Context: an optimization exercise on an open-source flow, tuned for a short achievable clock period and few clock cycles. The choices shown serve that exercise and are no tape-out recipe.
In this exercise RTL edits were held to simulation tests only and were not proved equivalent to the original.
No activity file was given, so power comes from the tool's default toggle rates.

$ cat flow/run.sh
#!/bin/bash
# synth_recipe.tcl (not shown) runs the flow's synth.tcl, then flattens the netlist and writes it again
# the make line also repeats each setting of config.mk as NAME=value (left out here)
make -C /OpenROAD-flow-scripts/flow DESIGN_CONFIG=/design/flow/config.mk WORK_HOME=/design/flow/orfs CLKGATE_MAP_FILE= SYNTH_SCRIPT=/design/flow/synth_recipe.tcl finish
$ cat flow/config.mk
export PLATFORM = sky130hd
export DESIGN_NAME = acc_cpu_top
export DESIGN_NICKNAME = acc_cpu_top
export VERILOG_FILES = /design/flow/design.v
export SDC_FILE = /design/flow/constraint.sdc
export NUM_CORES = 4
export LEC_CHECK = 0
export CAP_MARGIN = 20
export CORE_MARGIN = 2
export CORE_UTILIZATION = 40
export SLEW_MARGIN = 20
export SYNTH_MEMORY_MAX_BITS = 8192
$ cat flow/constraint.sdc
create_clock -name core_clock -period 26.0 [get_ports {clk}]
set_input_delay 5.2000 -clock core_clock [delete_from_list [all_inputs] [get_ports {clk}]]
set_output_delay 5.2000 -clock core_clock [all_outputs]
set_load 0.01 [all_outputs]
$ cat flow/design.v
package acc_cpu_pkg;
    localparam int word_width = 16;
    localparam int addr_width = 8;
    localparam int op_width   = 4;
    localparam int kind_width = 4;
    localparam int mem_words = 2 ** addr_width;
    typedef logic [word_width-1:0] word_t;
    typedef logic [addr_width-1:0] addr_t;
    typedef logic [mem_words-1:0] wsel_t;
    typedef logic [op_width-1:0] alu_op_t;
    localparam alu_op_t alu_add  = 4'h0;
    localparam alu_op_t alu_sub  = 4'h1;
    localparam alu_op_t alu_mul  = 4'h2;
    localparam alu_op_t alu_div  = 4'h3;
    localparam alu_op_t alu_shl  = 4'h4;
    localparam alu_op_t alu_shr  = 4'h5;
    localparam alu_op_t alu_rol  = 4'h6;
    localparam alu_op_t alu_ror  = 4'h7;
    localparam alu_op_t alu_and  = 4'h8;
    localparam alu_op_t alu_or   = 4'h9;
    localparam alu_op_t alu_xor  = 4'ha;
    localparam alu_op_t alu_nor  = 4'hb;
    localparam alu_op_t alu_nand = 4'hc;
    localparam alu_op_t alu_xnor = 4'hd;
    localparam alu_op_t alu_gt   = 4'he;
    localparam alu_op_t alu_eq   = 4'hf;
    localparam logic [kind_width-1:0] kind_load  = 4'h1;
    localparam logic [kind_width-1:0] kind_store = 4'h2;
    localparam logic [kind_width-1:0] kind_alu   = 4'h3;
    localparam logic [kind_width-1:0] kind_jump  = 4'h4;
    localparam logic [kind_width-1:0] kind_jz    = 4'h5;
endpackage
`timescale 1ns/10ps
module acc_alu (
    input  acc_cpu_pkg::alu_op_t operation,
    input  acc_cpu_pkg::word_t   operand_a,
    input  acc_cpu_pkg::word_t   operand_b,
    output acc_cpu_pkg::word_t   result
);
    logic a_gt_b;
    logic a_lt_b;
    assign a_gt_b = operand_a > operand_b;
    assign a_lt_b = operand_a < operand_b;
    always_comb begin
        case (operation)
            acc_cpu_pkg::alu_add:  result = operand_a + operand_b;
            acc_cpu_pkg::alu_sub:  result = operand_a - operand_b;
            acc_cpu_pkg::alu_div:  result = (operand_b == '0) ? 16'hffff : 16'h0000;
            acc_cpu_pkg::alu_shl:  result = {operand_a[14:0], 1'b0};
            acc_cpu_pkg::alu_shr:  result = {1'b0, operand_a[15:1]};
            acc_cpu_pkg::alu_rol:  result = {operand_a[14:0], operand_a[15]};
            acc_cpu_pkg::alu_ror:  result = {operand_a[0], operand_a[15:1]};
            acc_cpu_pkg::alu_and:  result = operand_a & operand_b;
            acc_cpu_pkg::alu_or:   result = operand_a | operand_b;
            acc_cpu_pkg::alu_xor:  result = operand_a ^ operand_b;
            acc_cpu_pkg::alu_nor:  result = ~(operand_a | operand_b);
            acc_cpu_pkg::alu_nand: result = ~(operand_a & operand_b);
            acc_cpu_pkg::alu_xnor: result = ~(operand_a ^ operand_b);
            acc_cpu_pkg::alu_gt:   result = {15'd0, a_gt_b};
            acc_cpu_pkg::alu_eq:   result = {15'd0, operand_a == operand_b};
            default:               result = '0;
        endcase
    end
endmodule
module acc_div_step (
    input  acc_cpu_pkg::word_t divisor,
    input  acc_cpu_pkg::word_t rem_in,
    input  acc_cpu_pkg::word_t quo_in,
    output acc_cpu_pkg::word_t rem_out,
    output acc_cpu_pkg::word_t quo_out
);
    logic [16:0]        r;
    logic [16:0]        d;
    acc_cpu_pkg::word_t rem;
    acc_cpu_pkg::word_t quo;
    always_comb begin
        rem = rem_in;
        quo = quo_in;
        for (int s = 0; s < 4; s++) begin
            r = {rem, quo[15]};
            quo = {quo[14:0], 1'b0};
            d = r - {1'b0, divisor};
            if (!d[16]) begin
                rem = d[15:0];
                quo[0] = 1'b1;
            end else begin
                rem = r[15:0];
            end
        end
        rem_out = rem;
        quo_out = quo;
    end
endmodule
`timescale 1ns/10ps
module main_memory (
    input  logic               clk,
    input  logic               busy,
    input  logic               host_we,
    input  acc_cpu_pkg::addr_t host_addr,
    input  acc_cpu_pkg::word_t host_wdata,
    output acc_cpu_pkg::word_t host_rdata,
    input  logic               cpu_we,
    input  acc_cpu_pkg::wsel_t cpu_wsel,
    input  acc_cpu_pkg::word_t cpu_wdata,
    input  acc_cpu_pkg::wsel_t fetch_sel,
    output acc_cpu_pkg::word_t fetch_data,
    input  acc_cpu_pkg::wsel_t oper_sel,
    output acc_cpu_pkg::word_t oper_data
);
    localparam int nw = acc_cpu_pkg::mem_words;
    logic [nw*16-1:0]   ram;
    acc_cpu_pkg::wsel_t host_sel;
    assign host_sel = acc_cpu_pkg::wsel_t'(1) << host_addr;
    acc_cpu_pkg::word_t wdata;
    assign wdata = busy ? cpu_wdata : host_wdata;
    for (genvar i = 0; i < nw; i++) begin : g_word
        logic we;
        assign we = busy ? (cpu_we & cpu_wsel[i]) : (host_we & host_sel[i]);
        always_ff @(posedge clk) begin
            if (we) begin
                ram[16*i +: 16] <= wdata;
            end
        end
    end
    for (genvar b = 0; b < 16; b++) begin : g_bit
        logic [nw-1:0] col;
        logic [nw-1:0] fterm;
        logic [nw-1:0] oterm;
        for (genvar i = 0; i < nw; i++) begin : g_col
            assign col[i] = ram[16*i + b];
        end
        assign fterm = col & fetch_sel;
        assign oterm = col & oper_sel;
        assign fetch_data[b] = |fterm;
        assign oper_data[b]  = |oterm;
    end
    logic [255:0] bank_q;
    for (genvar j = 0; j < 16; j++) begin : g_bank
        acc_cpu_pkg::word_t part;
        always_comb begin
            part = '0;
            for (int k = 0; k < 16; k++) begin
                part = part | (ram[16*(16*j+k) +: 16] & {16{host_sel[16*j+k]}});
            end
        end
        always_ff @(posedge clk) begin
            bank_q[16*j +: 16] <= part;
        end
    end
    always_comb begin
        host_rdata = '0;
        for (int j = 0; j < 16; j++) begin
            host_rdata = host_rdata | bank_q[16*j +: 16];
        end
    end
endmodule
`timescale 1ns/10ps
module cpu_control (
    input  logic                 clk,
    input  logic                 arst_n,
    input  logic                 start,
    input  acc_cpu_pkg::word_t   fetch_data,
    input  acc_cpu_pkg::word_t   oper_data,
    output acc_cpu_pkg::wsel_t   fetch_sel,
    output acc_cpu_pkg::wsel_t   oper_sel,
    output logic                 mem_we,
    output acc_cpu_pkg::word_t   mem_wdata,
    output acc_cpu_pkg::alu_op_t alu_operation,
    output acc_cpu_pkg::word_t   alu_operand_a,
    output acc_cpu_pkg::word_t   alu_operand_b,
    input  acc_cpu_pkg::word_t   alu_result,
    output logic                 busy,
    output logic                 halted,
    output acc_cpu_pkg::word_t   acc,
    output acc_cpu_pkg::addr_t   pc
);
    localparam logic [1:0] xm_first = 2'd0;
    localparam logic [1:0] xm_mul   = 2'd1;
    localparam logic [1:0] xm_div   = 2'd2;
    acc_cpu_pkg::addr_t  fpc;
    acc_cpu_pkg::wsel_t  fpc_sel;
    logic                xv;
    acc_cpu_pkg::word_t  ir;
    acc_cpu_pkg::wsel_t  op_sel;
    logic [1:0]          xm;
    acc_cpu_pkg::word_t  mbr;
    acc_cpu_pkg::word_t  drem;
    acc_cpu_pkg::word_t  dquo;
    logic [1:0]          dcnt;
    logic x_load, x_store, x_alu, x_jz, x_mul, x_div;
    assign x_load  = ir[15:12] == acc_cpu_pkg::kind_load;
    assign x_store = ir[15:12] == acc_cpu_pkg::kind_store;
    assign x_alu   = ir[15:12] == acc_cpu_pkg::kind_alu;
    assign x_jz    = ir[15:12] == acc_cpu_pkg::kind_jz;
    assign x_mul   = x_alu && (ir[11:8] == acc_cpu_pkg::alu_mul);
    assign x_div   = x_alu && (ir[11:8] == acc_cpu_pkg::alu_div);
    logic jz_taken;
    assign jz_taken = xv && x_jz && (acc == '0);
    acc_cpu_pkg::addr_t fa;
    assign fa        = jz_taken ? ir[7:0] : fpc;
    assign fetch_sel = jz_taken ? op_sel : fpc_sel;
    logic               fwd;
    acc_cpu_pkg::word_t fetched;
    assign fwd     = xv && x_store && (ir[7:0] == fpc);
    assign fetched = fwd ? acc : fetch_data;
    logic f_halt, f_jump;
    assign f_jump = fetched[15:12] == acc_cpu_pkg::kind_jump;
    assign f_halt = (fetched[15:12] == 4'h0) || (fetched[15:12] > acc_cpu_pkg::kind_jz);
    acc_cpu_pkg::wsel_t f_dec;
    assign f_dec = acc_cpu_pkg::wsel_t'(1) << fetched[7:0];
    assign oper_sel  = op_sel;
    assign mem_we    = xv && x_store;
    assign mem_wdata = acc;
    assign alu_operation = ir[11:8];
    assign alu_operand_a = acc;
    assign alu_operand_b = oper_data;
    logic div_zero, div_small, skip3, skip2, skip1;
    assign div_zero  = (oper_data == '0);
    assign div_small = acc < oper_data;
    assign skip3     = {4'd0, acc[15:4]} < oper_data;
    assign skip2     = {8'd0, acc[15:8]} < oper_data;
    assign skip1     = {12'd0, acc[15:12]} < oper_data;
    acc_cpu_pkg::word_t step_rem, step_quo;
    acc_div_step u_step (
        .divisor (mbr),
        .rem_in  (drem),
        .quo_in  (dquo),
        .rem_out (step_rem),
        .quo_out (step_quo)
    );
    logic x_stall;
    always_comb begin
        x_stall = 1'b0;
        if (xv) begin
            case (xm)
                xm_first: x_stall = x_mul || (x_div && !div_zero && !div_small);
                xm_div:   x_stall = (dcnt != 2'd3);
                default:  x_stall = 1'b0;
            endcase
        end
    end
    logic f_go;
    assign f_go = busy && !x_stall;
    always_ff @(posedge clk or negedge arst_n) begin
        if (!arst_n) begin
            busy   <= 1'b0;
            halted <= 1'b0;
            pc     <= '0;
            acc    <= '0;
            xv     <= 1'b0;
            xm     <= xm_first;
        end else begin
            if (!busy) begin
                if (start) begin
                    busy   <= 1'b1;
                    halted <= 1'b0;
                    pc     <= '0;
                    xv     <= 1'b0;
                    xm     <= xm_first;
                end
            end else begin
                if (xv) begin
                    case (xm)
                        xm_first: begin
                            if (x_load) begin
                                acc <= oper_data;
                            end else if (x_alu) begin
                                if (x_mul) begin
                                    xm <= xm_mul;
                                end else if (x_div && !div_zero && !div_small) begin
                                    xm <= xm_div;
                                end else begin
                                    acc <= alu_result;
                                end
                            end
                        end
                        xm_mul: begin
                            acc <= 16'(acc * mbr);
                            xm  <= xm_first;
                        end
                        default: begin
                            if (dcnt == 2'd3) begin
                                acc <= step_quo;
                                xm  <= xm_first;
                            end
                        end
                    endcase
                end
                if (f_go) begin
                    if (f_halt) begin
                        busy   <= 1'b0;
                        halted <= 1'b1;
                        pc     <= fa;
                        xv     <= 1'b0;
                    end else begin
                        xv     <= 1'b1;
                    end
                end
            end
        end
    end
    always_ff @(posedge clk) begin
        if (!busy) begin
            fpc     <= '0;
            fpc_sel <= acc_cpu_pkg::wsel_t'(1);
        end else if (f_go && !f_halt) begin
            ir     <= fetched;
            op_sel <= f_dec;
            if (f_jump) begin
                fpc     <= fetched[7:0];
                fpc_sel <= f_dec;
            end else begin
                fpc     <= fa + 8'd1;
                fpc_sel <= {fetch_sel[254:0], fetch_sel[255]};
            end
        end
        if (xv && (xm == xm_first)) begin
            mbr <= oper_data;
            if (skip3) begin
                drem <= {4'd0, acc[15:4]};
                dquo <= {acc[3:0], 12'd0};
                dcnt <= 2'd3;
            end else if (skip2) begin
                drem <= {8'd0, acc[15:8]};
                dquo <= {acc[7:0], 8'd0};
                dcnt <= 2'd2;
            end else if (skip1) begin
                drem <= {12'd0, acc[15:12]};
                dquo <= {acc[11:0], 4'd0};
                dcnt <= 2'd1;
            end else begin
                drem <= '0;
                dquo <= acc;
                dcnt <= 2'd0;
            end
        end else if (xm == xm_div) begin
            drem <= step_rem;
            dquo <= step_quo;
            dcnt <= dcnt + 2'd1;
        end
    end
endmodule
`timescale 1ns/10ps
module acc_cpu_top (
    input  logic               clk,
    input  logic               arst_n,
    input  logic               start,
    input  logic               host_we,
    input  acc_cpu_pkg::addr_t host_addr,
    input  acc_cpu_pkg::word_t host_wdata,
    output acc_cpu_pkg::word_t host_rdata,
    output logic               busy,
    output logic               halted,
    output acc_cpu_pkg::word_t acc,
    output acc_cpu_pkg::addr_t pc
);
    acc_cpu_pkg::wsel_t   fetch_sel;
    acc_cpu_pkg::wsel_t   oper_sel;
    acc_cpu_pkg::word_t   fetch_data;
    acc_cpu_pkg::word_t   oper_data;
    logic                 mem_we;
    acc_cpu_pkg::word_t   mem_wdata;
    acc_cpu_pkg::alu_op_t alu_operation;
    acc_cpu_pkg::word_t   alu_operand_a;
    acc_cpu_pkg::word_t   alu_operand_b;
    acc_cpu_pkg::word_t   alu_result;
    cpu_control u_control (
        .clk           (clk),
        .arst_n        (arst_n),
        .start         (start),
        .fetch_data    (fetch_data),
        .oper_data     (oper_data),
        .fetch_sel     (fetch_sel),
        .oper_sel      (oper_sel),
        .mem_we        (mem_we),
        .mem_wdata     (mem_wdata),
        .alu_operation (alu_operation),
        .alu_operand_a (alu_operand_a),
        .alu_operand_b (alu_operand_b),
        .alu_result    (alu_result),
        .busy          (busy),
        .halted        (halted),
        .acc           (acc),
        .pc            (pc)
    );
    acc_alu u_alu (
        .operation (alu_operation),
        .operand_a (alu_operand_a),
        .operand_b (alu_operand_b),
        .result    (alu_result)
    );
    main_memory u_memory (
        .clk        (clk),
        .busy       (busy),
        .host_we    (host_we),
        .host_addr  (host_addr),
        .host_wdata (host_wdata),
        .host_rdata (host_rdata),
        .cpu_we     (mem_we),
        .cpu_wsel   (oper_sel),
        .cpu_wdata  (mem_wdata),
        .fetch_sel  (fetch_sel),
        .fetch_data (fetch_data),
        .oper_sel   (oper_sel),
        .oper_data  (oper_data)
    );
endmodule
==> results.txt <==
[metal layers]
layer,global-route usage,overflow
met1,1.07,18700
met2,1.78,105000
met3,0.955,7578
met4,1.07,12300
met5,0.849,802
[power by group through the flow]
stage	sequential [mW]	combinational, mW	clock [mW]
after CTS	9.86	13.8	8.56
after detailed placement	10.0	13.8	0
after global placement	10.0	13.8	0
after floorplan	9.94	4.56	0
[worst max path at each step]
stage                                  end  depth (start not counted)                  startpoint
2_1_floorplan  u_control.drem[2]$_DFFE_PP_                         49  u_control.mbr[1]$_DFFE_PP_
4_1_cts        u_control.drem[1]$_DFFE_PP_                         48  u_control.mbr[0]$_DFFE_PP_
3_3_place_gp   u_control.drem[1]$_DFFE_PP_                         48  u_control.mbr[0]$_DFFE_PP_
3_5_place_dp   u_control.drem[1]$_DFFE_PP_                         48  u_control.mbr[0]$_DFFE_PP_
[metrics by stage]
stage	setup slack [ps]	hold slack [ps]	power (mW)	instances	area (µm²)
4_1_cts	12020	455	32.2	30400	293000
3_5_place_dp	12140	445	23.8	29300	273000
3_3_place_gp	11730	439	23.8	29300	273000
2_1_floorplan	14270	430	14.5	20000	245000
[cells by family after synthesis]
group           Yosys count  share of synthesized area
compound gates         8664                      0.265
flops                  4967                      0.588
simple gates           3789                     0.0845
buf+inv                1974                     0.0329
fa+ha+maj               270                     0.0165
mux                     196                    0.00827
xor+xnor                132                    0.00479
[cell usage after synthesis, types with 33 or more instances]
cell / instances / area, µm²
or2_1: 75 / 469
and2_1: 36 / 225
a22o_1: 2468 / 21600
buf_1: 66 / 248
nor2b_1: 38 / 238
fa_1: 86 / 1720
nor3_1: 105 / 526
a2bb2oi_1: 172 / 1510
mux2i_1: 148 / 1480
and3_1: 272 / 1700
buf_4: 35 / 263
a31oi_1: 72 / 450
buf_6: 33 / 372
a21boi_0: 108 / 811
a21oi_1: 479 / 2400
xor2_1: 51 / 447
ha_1: 184 / 2300
edfxtp_1: 4418 / 133000
nand4_1: 1239 / 7750
or2_2: 188 / 1180
nor2_1: 790 / 2970
nand3_1: 149 / 746
buf_2: 194 / 971
clkbuf_1: 1423 / 5340
xnor2_1: 79 / 692
o21ai_0: 2051 / 10300
dfxtp_1: 520 / 10400
inv_1: 208 / 781
a21boi_1: 146 / 1100
and4_1: 37 / 324
a221oi_1: 2165 / 19000
nand2_1: 444 / 1670
a22oi_1: 779 / 5850
nor4_1: 285 / 1780
mux2_2: 48 / 541
==> flow_summary.json <==
{
  "synth_edf_count": 4418,
  "cts_setup_buffers": 0,
  "ios": 70,
  "routabilityCongestion": 2.11,
  "syn_area_um2": 245000,
  "holdBufCountCts": 0,
  "rows": 287,
  "syn-instance-count": 20000,
  "grt_pass1_vias": 314000,
  "status": "stopped before the end",
  "syn_area_per_cell_um2": 12.2,
  "grt_use_total": 1.24,
  "clock_path_buffers": 4,
  "synth_nets": 20300,
  "die_h_um": 786,
  "initial_core_util": 0.401,
  "die_x_um": 786,
  "cts.sinks": 4967,
  "ys_seq_elements": 4967,
  "cts_resized": 0,
  "grt_max_degree": 173,
  "htree_num_levels": 6,
  "synthArstFlopShare": 0.00584,
  "firstError": "[ERROR GRT-0116] Global routing finished with congestion. Check the congestion regions in the DRC Viewer.",
  "gr-total-overflow": 145000,
  "port-buffer-count": 69,
  "haltStage": "global routing (5_1_grt)",
  "ys.flop_type": "edfxtp_1",
  "numCtsBuffers": 564,
  "yosysSeqAreaShare": 0.588,
  "hpwl_mm": 2880,
  "synth.distinct_cells": 103,
  "grt_pass1_wl_mm": 4780,
  "yosys_warnings": 4,
  "root_buffer": "clkbuf_16"
}
Testbench counts, summed over its fixed seeds: cycles 66,333.
